Context: an optimization exercise on an open-source flow, tuned for small area and a short achievable clock period. The choices shown serve that exercise and are no tape-out recipe.
Only simulation tests tie the RTL to the original design; equivalence was not proved.

--- flow/config.mk ---
export PLATFORM = sky130hd
export DESIGN_NAME = rv_fetch_decode_top
export DESIGN_NICKNAME = rv_fetch_decode_top
export VERILOG_FILES = /design/flow/design.v
export SDC_FILE = /design/flow/constraint.sdc
export NUM_CORES = 4
export LEC_CHECK = 0
export CAP_MARGIN = 20
export CORE_MARGIN = 2
export CORE_UTILIZATION = 40
export PLACE_DENSITY = 0.55
export SLEW_MARGIN = 20
export SYNTH_MEMORY_MAX_BITS = 16384
--- flow/constraint.sdc ---
create_clock -name core_clock -period 6.5 [get_ports {clk_i}]
set_input_delay 1.3000 -clock core_clock [delete_from_list [all_inputs] [get_ports {clk_i}]]
set_output_delay 1.3000 -clock core_clock [all_outputs]
set_load 0.01 [all_outputs]
--- flow/run.sh ---
#!/bin/bash
# synth_recipe.tcl (not shown) runs the flow's synth.tcl, then flattens the netlist and writes it again
# the make line also repeats each setting of config.mk as NAME=value (left out here)
make -C /OpenROAD-flow-scripts/flow DESIGN_CONFIG=/design/flow/config.mk WORK_HOME=/design/flow/orfs CLKGATE_MAP_FILE= SYNTH_SCRIPT=/design/flow/synth_recipe.tcl finish
--- flow/design.v ---
package rv_fetch_pkg;
	localparam int XLEN = 32;
	localparam logic [6:0] OPC_LOAD   = 7'b0000011;
	localparam logic [6:0] OPC_STORE  = 7'b0100011;
	localparam logic [6:0] OPC_OP     = 7'b0110011;
	localparam logic [6:0] OPC_OP_IMM = 7'b0010011;
	localparam logic [6:0] OPC_LUI    = 7'b0110111;
	localparam logic [6:0] OPC_AUIPC  = 7'b0010111;
	localparam logic [6:0] OPC_BRANCH = 7'b1100011;
	localparam logic [6:0] OPC_JAL    = 7'b1101111;
	localparam logic [6:0] OPC_JALR   = 7'b1100111;
	localparam logic [6:0] F7_BASE   = 7'h00;
	localparam logic [6:0] F7_ALT    = 7'h20;
	localparam logic [6:0] F7_MULDIV = 7'h01;
	typedef enum logic [3:0] {
		ALU_ADD, ALU_SUB, ALU_SLL, ALU_SLT,
		ALU_SLTU, ALU_XOR, ALU_SRL, ALU_SRA,
		ALU_OR, ALU_AND, ALU_MUL, ALU_MULH,
		ALU_MULHSU, ALU_MULHU, ALU_DIV, ALU_REM
	} alu_op_e;
	typedef enum logic [2:0] {
		BR_NONE, BR_BEQ, BR_BNE, BR_BLT,
		BR_BGE, BR_BLTU, BR_BGEU, BR_JUMP
	} branch_e;
	typedef enum logic [1:0] {
		MEM_BYTE, MEM_HALF, MEM_WORD
	} mem_size_e;
	typedef struct packed {
		logic [XLEN-1:0] pc;
		logic [XLEN-1:0] imm;
		logic [4:0]      rd;
		logic [4:0]      rs1;
		logic [4:0]      rs2;
		alu_op_e         alu_op;
		branch_e         branch;
		mem_size_e       mem_size;
		logic            alu_imm;
		logic            load;
		logic            store;
		logic            load_unsigned;
		logic            jal;
		logic            jalr;
		logic            lui;
		logic            auipc;
		logic            div_unsigned;
		logic            illegal;
	} decoded_t;
endpackage
`timescale 1ns/1ps
module rv_pc #(
	parameter logic [rv_fetch_pkg::XLEN-1:0] RESET_PC = '0
) (
	input  logic                          clk_i,
	input  logic                          reset_i,
	input  logic                          fetch_i,
	input  logic                          redirect_i,
	input  logic [rv_fetch_pkg::XLEN-1:0] redirect_addr_i,
	output logic [rv_fetch_pkg::XLEN-1:0] fetch_addr_o
);
	localparam logic [rv_fetch_pkg::XLEN-1:0] PC_STEP = 4;
	logic [rv_fetch_pkg::XLEN-1:0] pc_q;
	logic                          take_redirect;
	assign take_redirect = fetch_i & redirect_i;
	assign fetch_addr_o = take_redirect ? redirect_addr_i : pc_q;
	always_ff @(posedge clk_i) begin
		if (reset_i) begin
			pc_q <= RESET_PC;
		end else if (fetch_i) begin
			pc_q <= fetch_addr_o + PC_STEP;
		end
	end
endmodule
`timescale 1ns/1ps
module rv_imem #(
	parameter int unsigned IMEM_WORDS = 256
) (
	input  logic                          clk_i,
	input  logic                          reset_i,
	input  logic                          fetch_i,
	input  logic [rv_fetch_pkg::XLEN-1:0] fetch_addr_i,
	input  logic                          load_we_i,
	input  logic [rv_fetch_pkg::XLEN-1:0] load_addr_i,
	input  logic [rv_fetch_pkg::XLEN-1:0] load_data_i,
	output logic                          instr_valid_o,
	output logic [rv_fetch_pkg::XLEN-1:0] instr_o,
	output logic [rv_fetch_pkg::XLEN-1:0] instr_pc_o
);
	localparam int AW = $clog2(IMEM_WORDS);
	logic [rv_fetch_pkg::XLEN-1:0] mem [IMEM_WORDS];
	logic [AW-1:0]                 rd_idx;
	logic [AW-1:0]                 wr_idx;
	assign rd_idx = fetch_addr_i[AW+1:2];
	assign wr_idx = load_addr_i[AW+1:2];
	always_ff @(posedge clk_i) begin
		if (load_we_i) begin
			mem[wr_idx] <= load_data_i;
		end
		if (fetch_i) begin
			instr_o    <= mem[rd_idx];
			instr_pc_o <= fetch_addr_i;
		end
	end
	always_ff @(posedge clk_i) begin
		if (reset_i) begin
			instr_valid_o <= 1'b0;
		end else begin
			instr_valid_o <= fetch_i;
		end
	end
endmodule
`timescale 1ns/1ps
module rv_decoder (
	input  logic                          clk_i,
	input  logic                          reset_i,
	input  logic                          instr_valid_i,
	input  logic [rv_fetch_pkg::XLEN-1:0] instr_i,
	input  logic [rv_fetch_pkg::XLEN-1:0] instr_pc_i,
	output logic                          dec_valid_o,
	output rv_fetch_pkg::decoded_t        dec_o
);
	logic [6:0]                    opcode;
	logic [2:0]                    funct3;
	logic [6:0]                    funct7;
	logic [rv_fetch_pkg::XLEN-1:0] imm_i;
	logic [rv_fetch_pkg::XLEN-1:0] imm_s;
	logic [rv_fetch_pkg::XLEN-1:0] imm_b;
	logic [rv_fetch_pkg::XLEN-1:0] imm_u;
	logic [rv_fetch_pkg::XLEN-1:0] imm_j;
	logic                          bad;
	rv_fetch_pkg::decoded_t        raw;
	rv_fetch_pkg::decoded_t        dec_d;
	assign opcode = instr_i[6:0];
	assign funct3 = instr_i[14:12];
	assign funct7 = instr_i[31:25];
	assign imm_i = {{20{instr_i[31]}}, instr_i[31:20]};
	assign imm_s = {{20{instr_i[31]}}, instr_i[31:25], instr_i[11:7]};
	assign imm_b = {{19{instr_i[31]}}, instr_i[31], instr_i[7], instr_i[30:25],
		instr_i[11:8], 1'b0};
	assign imm_u = {instr_i[31:12], 12'b0};
	assign imm_j = {{11{instr_i[31]}}, instr_i[31], instr_i[19:12], instr_i[20],
		instr_i[30:21], 1'b0};
	always_comb begin
		raw = '0;
		raw.pc = instr_pc_i;
		bad = 1'b0;
		case (opcode)
			rv_fetch_pkg::OPC_LUI: begin
				raw.lui = 1'b1;
				raw.rd  = instr_i[11:7];
				raw.imm = imm_u;
			end
			rv_fetch_pkg::OPC_AUIPC: begin
				raw.auipc = 1'b1;
				raw.rd    = instr_i[11:7];
				raw.imm   = imm_u;
			end
			rv_fetch_pkg::OPC_JAL: begin
				raw.jal    = 1'b1;
				raw.branch = rv_fetch_pkg::BR_JUMP;
				raw.rd     = instr_i[11:7];
				raw.imm    = imm_j;
			end
			rv_fetch_pkg::OPC_JALR: begin
				raw.jalr   = 1'b1;
				raw.branch = rv_fetch_pkg::BR_JUMP;
				raw.rd     = instr_i[11:7];
				raw.rs1    = instr_i[19:15];
				raw.imm    = imm_i;
			end
			rv_fetch_pkg::OPC_BRANCH: begin
				raw.rs1 = instr_i[19:15];
				raw.rs2 = instr_i[24:20];
				raw.imm = imm_b;
				case (funct3)
					3'b000:  raw.branch = rv_fetch_pkg::BR_BEQ;
					3'b001:  raw.branch = rv_fetch_pkg::BR_BNE;
					3'b100:  raw.branch = rv_fetch_pkg::BR_BLT;
					3'b101:  raw.branch = rv_fetch_pkg::BR_BGE;
					3'b110:  raw.branch = rv_fetch_pkg::BR_BLTU;
					3'b111:  raw.branch = rv_fetch_pkg::BR_BGEU;
					default: raw.branch = rv_fetch_pkg::BR_NONE;
				endcase
			end
			rv_fetch_pkg::OPC_LOAD, rv_fetch_pkg::OPC_STORE: begin
				raw.rs1 = instr_i[19:15];
				case (funct3[1:0])
					2'b00:   raw.mem_size = rv_fetch_pkg::MEM_BYTE;
					2'b01:   raw.mem_size = rv_fetch_pkg::MEM_HALF;
					default: raw.mem_size = rv_fetch_pkg::MEM_WORD;
				endcase
				if (opcode == rv_fetch_pkg::OPC_LOAD) begin
					raw.load          = 1'b1;
					raw.load_unsigned = funct3[2];
					raw.rd            = instr_i[11:7];
					raw.imm           = imm_i;
				end else begin
					raw.store = 1'b1;
					raw.rs2   = instr_i[24:20];
					raw.imm   = imm_s;
				end
			end
			rv_fetch_pkg::OPC_OP_IMM: begin
				raw.alu_imm = 1'b1;
				raw.rd      = instr_i[11:7];
				raw.rs1     = instr_i[19:15];
				raw.imm     = imm_i;
				case (funct3)
					3'b000: raw.alu_op = rv_fetch_pkg::ALU_ADD;
					3'b010: raw.alu_op = rv_fetch_pkg::ALU_SLT;
					3'b011: raw.alu_op = rv_fetch_pkg::ALU_SLTU;
					3'b100: raw.alu_op = rv_fetch_pkg::ALU_XOR;
					3'b110: raw.alu_op = rv_fetch_pkg::ALU_OR;
					3'b111: raw.alu_op = rv_fetch_pkg::ALU_AND;
					3'b001: begin
						raw.alu_op = rv_fetch_pkg::ALU_SLL;
						bad        = (funct7 != rv_fetch_pkg::F7_BASE);
					end
					default: begin
						raw.alu_op = (funct7 == rv_fetch_pkg::F7_ALT) ?
							rv_fetch_pkg::ALU_SRA : rv_fetch_pkg::ALU_SRL;
						bad = (funct7 != rv_fetch_pkg::F7_BASE) &&
							(funct7 != rv_fetch_pkg::F7_ALT);
					end
				endcase
			end
			rv_fetch_pkg::OPC_OP: begin
				raw.rd  = instr_i[11:7];
				raw.rs1 = instr_i[19:15];
				raw.rs2 = instr_i[24:20];
				if (funct7 == rv_fetch_pkg::F7_BASE) begin
					raw.alu_op = rv_fetch_pkg::alu_op_e'({1'b0, funct3} +
						((funct3 > 3'b000) ? 4'd1 : 4'd0) +
						((funct3 > 3'b101) ? 4'd1 : 4'd0));
				end else if (funct7 == rv_fetch_pkg::F7_ALT) begin
					raw.alu_op = (funct3 == 3'b101) ?
						rv_fetch_pkg::ALU_SRA : rv_fetch_pkg::ALU_SUB;
					bad = (funct3 != 3'b000) && (funct3 != 3'b101);
				end else if (funct7 == rv_fetch_pkg::F7_MULDIV) begin
					raw.div_unsigned = funct3[2] & funct3[0];
					case (funct3)
						3'b000:         raw.alu_op = rv_fetch_pkg::ALU_MUL;
						3'b001:         raw.alu_op = rv_fetch_pkg::ALU_MULH;
						3'b010:         raw.alu_op = rv_fetch_pkg::ALU_MULHSU;
						3'b011:         raw.alu_op = rv_fetch_pkg::ALU_MULHU;
						3'b100, 3'b101: raw.alu_op = rv_fetch_pkg::ALU_DIV;
						default:        raw.alu_op = rv_fetch_pkg::ALU_REM;
					endcase
				end else begin
					bad = 1'b1;
				end
			end
			default: bad = 1'b1;
		endcase
	end
	always_comb begin
		dec_d = raw;
		if (bad) begin
			dec_d         = '0;
			dec_d.pc      = instr_pc_i;
			dec_d.illegal = 1'b1;
		end
	end
	always_ff @(posedge clk_i) begin
		if (instr_valid_i) begin
			dec_o <= dec_d;
		end
	end
	always_ff @(posedge clk_i) begin
		if (reset_i) begin
			dec_valid_o <= 1'b0;
		end else begin
			dec_valid_o <= instr_valid_i;
		end
	end
endmodule
`timescale 1ns/1ps
module rv_fetch_decode_top #(
	parameter logic [rv_fetch_pkg::XLEN-1:0] RESET_PC   = '0,
	parameter int unsigned                   IMEM_WORDS = 64
) (
	input  logic                          clk_i,
	input  logic                          reset_i,
	input  logic                          fetch_i,
	input  logic                          redirect_i,
	input  logic [rv_fetch_pkg::XLEN-1:0] redirect_addr_i,
	input  logic                          load_we_i,
	input  logic [rv_fetch_pkg::XLEN-1:0] load_addr_i,
	input  logic [rv_fetch_pkg::XLEN-1:0] load_data_i,
	output logic                          dec_valid_o,
	output logic [rv_fetch_pkg::XLEN-1:0] dec_pc_o,
	output logic [rv_fetch_pkg::XLEN-1:0] dec_imm_o,
	output logic [4:0]                    dec_rd_o,
	output logic [4:0]                    dec_rs1_o,
	output logic [4:0]                    dec_rs2_o,
	output rv_fetch_pkg::alu_op_e         dec_alu_op_o,
	output rv_fetch_pkg::branch_e         dec_branch_o,
	output rv_fetch_pkg::mem_size_e       dec_mem_size_o,
	output logic                          dec_alu_imm_o,
	output logic                          dec_load_o,
	output logic                          dec_store_o,
	output logic                          dec_load_unsigned_o,
	output logic                          dec_jal_o,
	output logic                          dec_jalr_o,
	output logic                          dec_lui_o,
	output logic                          dec_auipc_o,
	output logic                          dec_div_unsigned_o,
	output logic                          dec_illegal_o
);
	logic [rv_fetch_pkg::XLEN-1:0] fetch_addr;
	logic                          instr_valid;
	logic [rv_fetch_pkg::XLEN-1:0] instr;
	logic [rv_fetch_pkg::XLEN-1:0] instr_pc;
	rv_fetch_pkg::decoded_t        dec;
	rv_pc #(
		.RESET_PC(RESET_PC)
	) u_pc (
		.clk_i(clk_i),
		.reset_i(reset_i),
		.fetch_i(fetch_i),
		.redirect_i(redirect_i),
		.redirect_addr_i(redirect_addr_i),
		.fetch_addr_o(fetch_addr)
	);
	rv_imem #(
		.IMEM_WORDS(IMEM_WORDS)
	) u_imem (
		.clk_i(clk_i),
		.reset_i(reset_i),
		.fetch_i(fetch_i),
		.fetch_addr_i(fetch_addr),
		.load_we_i(load_we_i),
		.load_addr_i(load_addr_i),
		.load_data_i(load_data_i),
		.instr_valid_o(instr_valid),
		.instr_o(instr),
		.instr_pc_o(instr_pc)
	);
	rv_decoder u_decoder (
		.clk_i(clk_i),
		.reset_i(reset_i),
		.instr_valid_i(instr_valid),
		.instr_i(instr),
		.instr_pc_i(instr_pc),
		.dec_valid_o(dec_valid_o),
		.dec_o(dec)
	);
	assign dec_pc_o            = dec.pc;
	assign dec_imm_o           = dec.imm;
	assign dec_rd_o            = dec.rd;
	assign dec_rs1_o           = dec.rs1;
	assign dec_rs2_o           = dec.rs2;
	assign dec_alu_op_o        = dec.alu_op;
	assign dec_branch_o        = dec.branch;
	assign dec_mem_size_o      = dec.mem_size;
	assign dec_alu_imm_o       = dec.alu_imm;
	assign dec_load_o          = dec.load;
	assign dec_store_o         = dec.store;
	assign dec_load_unsigned_o = dec.load_unsigned;
	assign dec_jal_o           = dec.jal;
	assign dec_jalr_o          = dec.jalr;
	assign dec_lui_o           = dec.lui;
	assign dec_auipc_o         = dec.auipc;
	assign dec_div_unsigned_o  = dec.div_unsigned;
	assign dec_illegal_o       = dec.illegal;
endmodule
==> run summary <==
[registers in the layout (all words and copies together) (netlist names)]
name,count
u_imem.mem,2048
u_decoder.dec_o,98
u_imem.instr_o,32
u_imem.instr_pc_o,32
u_pc.pc_q,32
u_decoder.dec_valid_o,1
u_imem.instr_valid_o,1
[report_power, final]
group          switching [W]  total, W  internal [W]
combinational        0.00178   0.00270      0.000918
clock                0.00541    0.0121       0.00672
sequential          0.000122    0.0162        0.0161
[logic make-up (layout without fill, tap and decap cells)]
group | Yosys count | in the layout
flops | 2244 | 2244
compound gates | 901 | 901
simple gates | 766 | 766
mux | 604 | 604
buf+inv | 383 | 857
xor+xnor | 8 | 8
fa+ha+maj | 3 | 3
other cells | 0 | 10
[metrics by stage]
step / utilization [%] / setup WS, ps
finish: 46.41 / 1682
global route: 46.41 / 1528
floorplan: - / 1689
global placement: 43.29 / 934.8
CTS: 46.39 / 1856
detailed placement: 43.30 / 956.7
[area by class of cell]
| cell class | count | area [um2] |
|---|---|---|
| Inverter | 40 | 166.4 |
| Tap cell | 2958 | 3701 |
| Timing Repair Buffer | 407 | 3821 |
| Multi-Input combinational cell | 2282 | 20430 |
| Fill cell | 18617 | 117700 |
| Clock buffer | 304 | 6082 |
| Clock inverter | 106 | 709.4 |
| Sequential cell | 2244 | 67050 |
| Antenna cell | 10 | 25.02 |
[synthesized netlist by cell type (15+ instances only)]
cell and number:
nor4_1 16, nor2_1 156, inv_1 38, buf_1 20, mux2_2 101, a22oi_1 47, mux4_2 215, nand3_1 79
buf_4 17, a32oi_1 42, o21ai_0 81, o21ai_1 24, a221oi_1 78, clkbuf_1 219, o21bai_1 15, nand4_1 26
edfxtp_1 2210, a2111oi_0 30, o2bb2ai_1 23, a221o_1 23, dfxtp_1 34, mux2i_1 287, nor3_1 26, a211o_1 81
and3_1 181, nand2_1 204, a31oi_1 21, o221ai_1 67, o32ai_1 18, o211ai_1 24, a21oi_1 121, a32o_1 25
a211oi_1 87, a2111o_1 25, or2_2 15, buf_2 77
[layout by cell type, fill, tap and decap left out, types with 16 or more instances in the layout]
cell and n:
a2111o_1 25, a2111oi_0 30, a211o_1 81, a211oi_1 87
a21oi_1 119, a221o_1 23, a221oi_1 78, a22oi_1 47
a31oi_1 18, a32o_1 25, a32oi_1 42, and3_1 180
buf_12 38, buf_2 32, buf_4 196, clkbuf_1 68
clkbuf_16 229, clkdlybuf4s50_1 140, clkinv_1 53, clkinv_2 32
dfxtp_1 33, edfxtp_1 2210, inv_1 36, mux2_2 101
mux2i_1 286, mux4_2 215, nand2_1 203, nand3_1 78
nand4_1 26, nor2_1 93, nor2_4 63, nor3_1 23
nor4_1 16, o211ai_1 24, o21ai_0 80, o21ai_1 23
o221ai_1 67, o2bb2ai_1 23, o32ai_1 18
[final timing paths]
kind | startpoint | to | slack [ps] | cells after the start
worst max-delay path | redirect_i | u_imem.instr_o[27] | 1680 | 10
worst min-delay path | u_imem.instr_pc_o[22] | u_decoder.dec_o[88] | 400 | 0
worst max register to register | u_pc.pc_q[2] | u_imem.instr_o[27] | 2390 | 10
worst min register to register | u_imem.instr_pc_o[22] | u_decoder.dec_o[88] | 400 | 0
[per-layer routing]
layer / track usage, % / wire length, um
met5: 0 / 97
met4: 7.315 / 8056
met3: 4.365 / 21730
met2: 36.24 / 121500
met1: 32.39 / 110400
==> results_dict.tcl <==
set metrics [dict create \
    wl_mm 261.8 \
    final_nets 5303 \
    fin_cells 8351 \
    cp_max_fo 57 \
    syn_nets 5013 \
    path_cells "clkdlybuf4s50_1, and3_2, nor2_8, inv_8, buf_12, buf_4, mux2i_1, a221o_1, o2bb2ai_1, a32o_1" \
    synth.mux.area_fraction_pct 10.02 \
    via_per_inst 5.932 \
    numPortBuffers 173 \
    cts.sinks 2244 \
    synthXorXnorAreaFrac_pct 0.07918 \
    yosysUniqueCellTypes 82 \
    synth-edff-count 2210 \
    netlist_top_cells_area "edfxtp_1 (75%), mux4_2 (5.5%), mux2i_1 (3.2%)" \
    rows 172 \
    synthAdderAreaFrac_pct 0.05090 \
    path_clk_slew_ps 60 \
    cp_slowest_cell "clkdlybuf4s50_1" \
    drt_iter0_drc 6268 \
    post_cts_buffers 0 \
    async_reset_ff_share_pct 0 \
    grt_max_degree 95 \
    critical_path_buf_inv_count 4 \
    fin_skew_ps 38.54 \
    antenna_found_initial 30 \
    final.setup.tns_ps 0 \
    grt_util_all_layers_pct 23.04 \
    drc_errors 0 \
    die_w_um 474.3 \
    rsz0062_at_grt "no" \
    hpwl_mm 151.0 \
    fin_crit_sh_pct 74.12 \
    endpoint_kind "flop" \
    setup_viol 0 \
    overflow 0 \
    layout_min_cycle_time_ps 4818 \
    routedWlPerCell_um 31.35 \
    max_freq_mhz 207.6 \
    globalplace.congestion 0.8821 \
    critPathArrivalTime_ps 5540 \
    yosysWarnings 3 \
    cts_made_buffers 224 \
    status "complete, no violations" \
    io-pin-count 200 \
    synth_top_family_by_area "multiplexers" \
    die_h_um 474.3 \
    power_density_nw_per_um2 304.4 \
    cts_htree_levels 4 \
    initial_core_util_pct 40.27 \
    synth_ff_type "edfxtp_1" \
    cts_root_buffer "clkbuf_16" \
    worst_hold_path_type "reg -> reg" \
    whs_ps 404.2 \
    vias 49540 \
    hold_violations 0 \
    seq_area_frac_synth_pct 75.77 \
    ant_nets 0 \
    place_inst 7930 \
    first_global_vias 48634 \
    tightestPinTransition_ps 1148 \
    dieArea_um2 225000 \
    peakVddDrop_uv 298.4 \
    synth_top_area_share_pct 75.00 \
    synth_seq_cells 2244 \
    post_cts_resized 0 \
    drive_gt1_share_pct 18.43 \
    synthesis.instances 4909 \
    p_total_w 0.03104 \
    cts_tree "done" \
    cp.required_ps 7220 \
    clock_latency_ps 860 \
    core-area_um2 219700 \
    synth-compound-area-share_pct 7.822 \
    syn_to_final_growth_pct 15.25 \
    max_cap_viol_count 0 \
    max_slew_margin_pct 23.25 \
    syn_area_um2 88490 \
    crit_type "in -> reg" \
    stdcell_area_um2 102000 \
    clockBufferDepth 3 \
    grt_pass1_wl_mm 368.1 \
    syn_avg_cell_area_um2 18.03 \
    max_stage_delay_ps 860 \
    cts_hold_buffers 0 \
    drtPass1Iterations 6 \
    path_delay_family "buffers and inverters" \
    cellLeakagePower_nw 32.37 \
    yosys.area.top_type "edfxtp_1" \
    placed_cell_area_um2 95140 \
    synth-simple-area-share_pct 4.371 \
    critPathLaunchType "input port" \
    drv_slew 0 \
]

-- static timing again, ports no longer ideal --
In the flow no input, the clock included, has a driving cell. The finished layout below was timed again as built, in two steps.
Step 1, drivers: a clkbuf_16 drives clk_i and a buf_2 each remaining input, both assumed.
Step 2 times the ports against the registers' clock, not the clock port: input delays grow and output delays shrink by t, the midpoint of the rising clock arrivals with the driver on.
Slacks: ideal ports / drivers / drivers and shift; pairs: ideal ports / drivers.
t, ns: 0.941
setup slack, ns: 1.682 / 1.753 / 0.812
hold slack, ns: 0.404 / 0.404 / 0.404
slew at the worst register clock pin (ns): 0.06 / 0.06
After both steps this run still meets setup and hold. For this run, drivers alone change the setup slack by +0.071 ns; drivers and shift together by -0.870 ns.
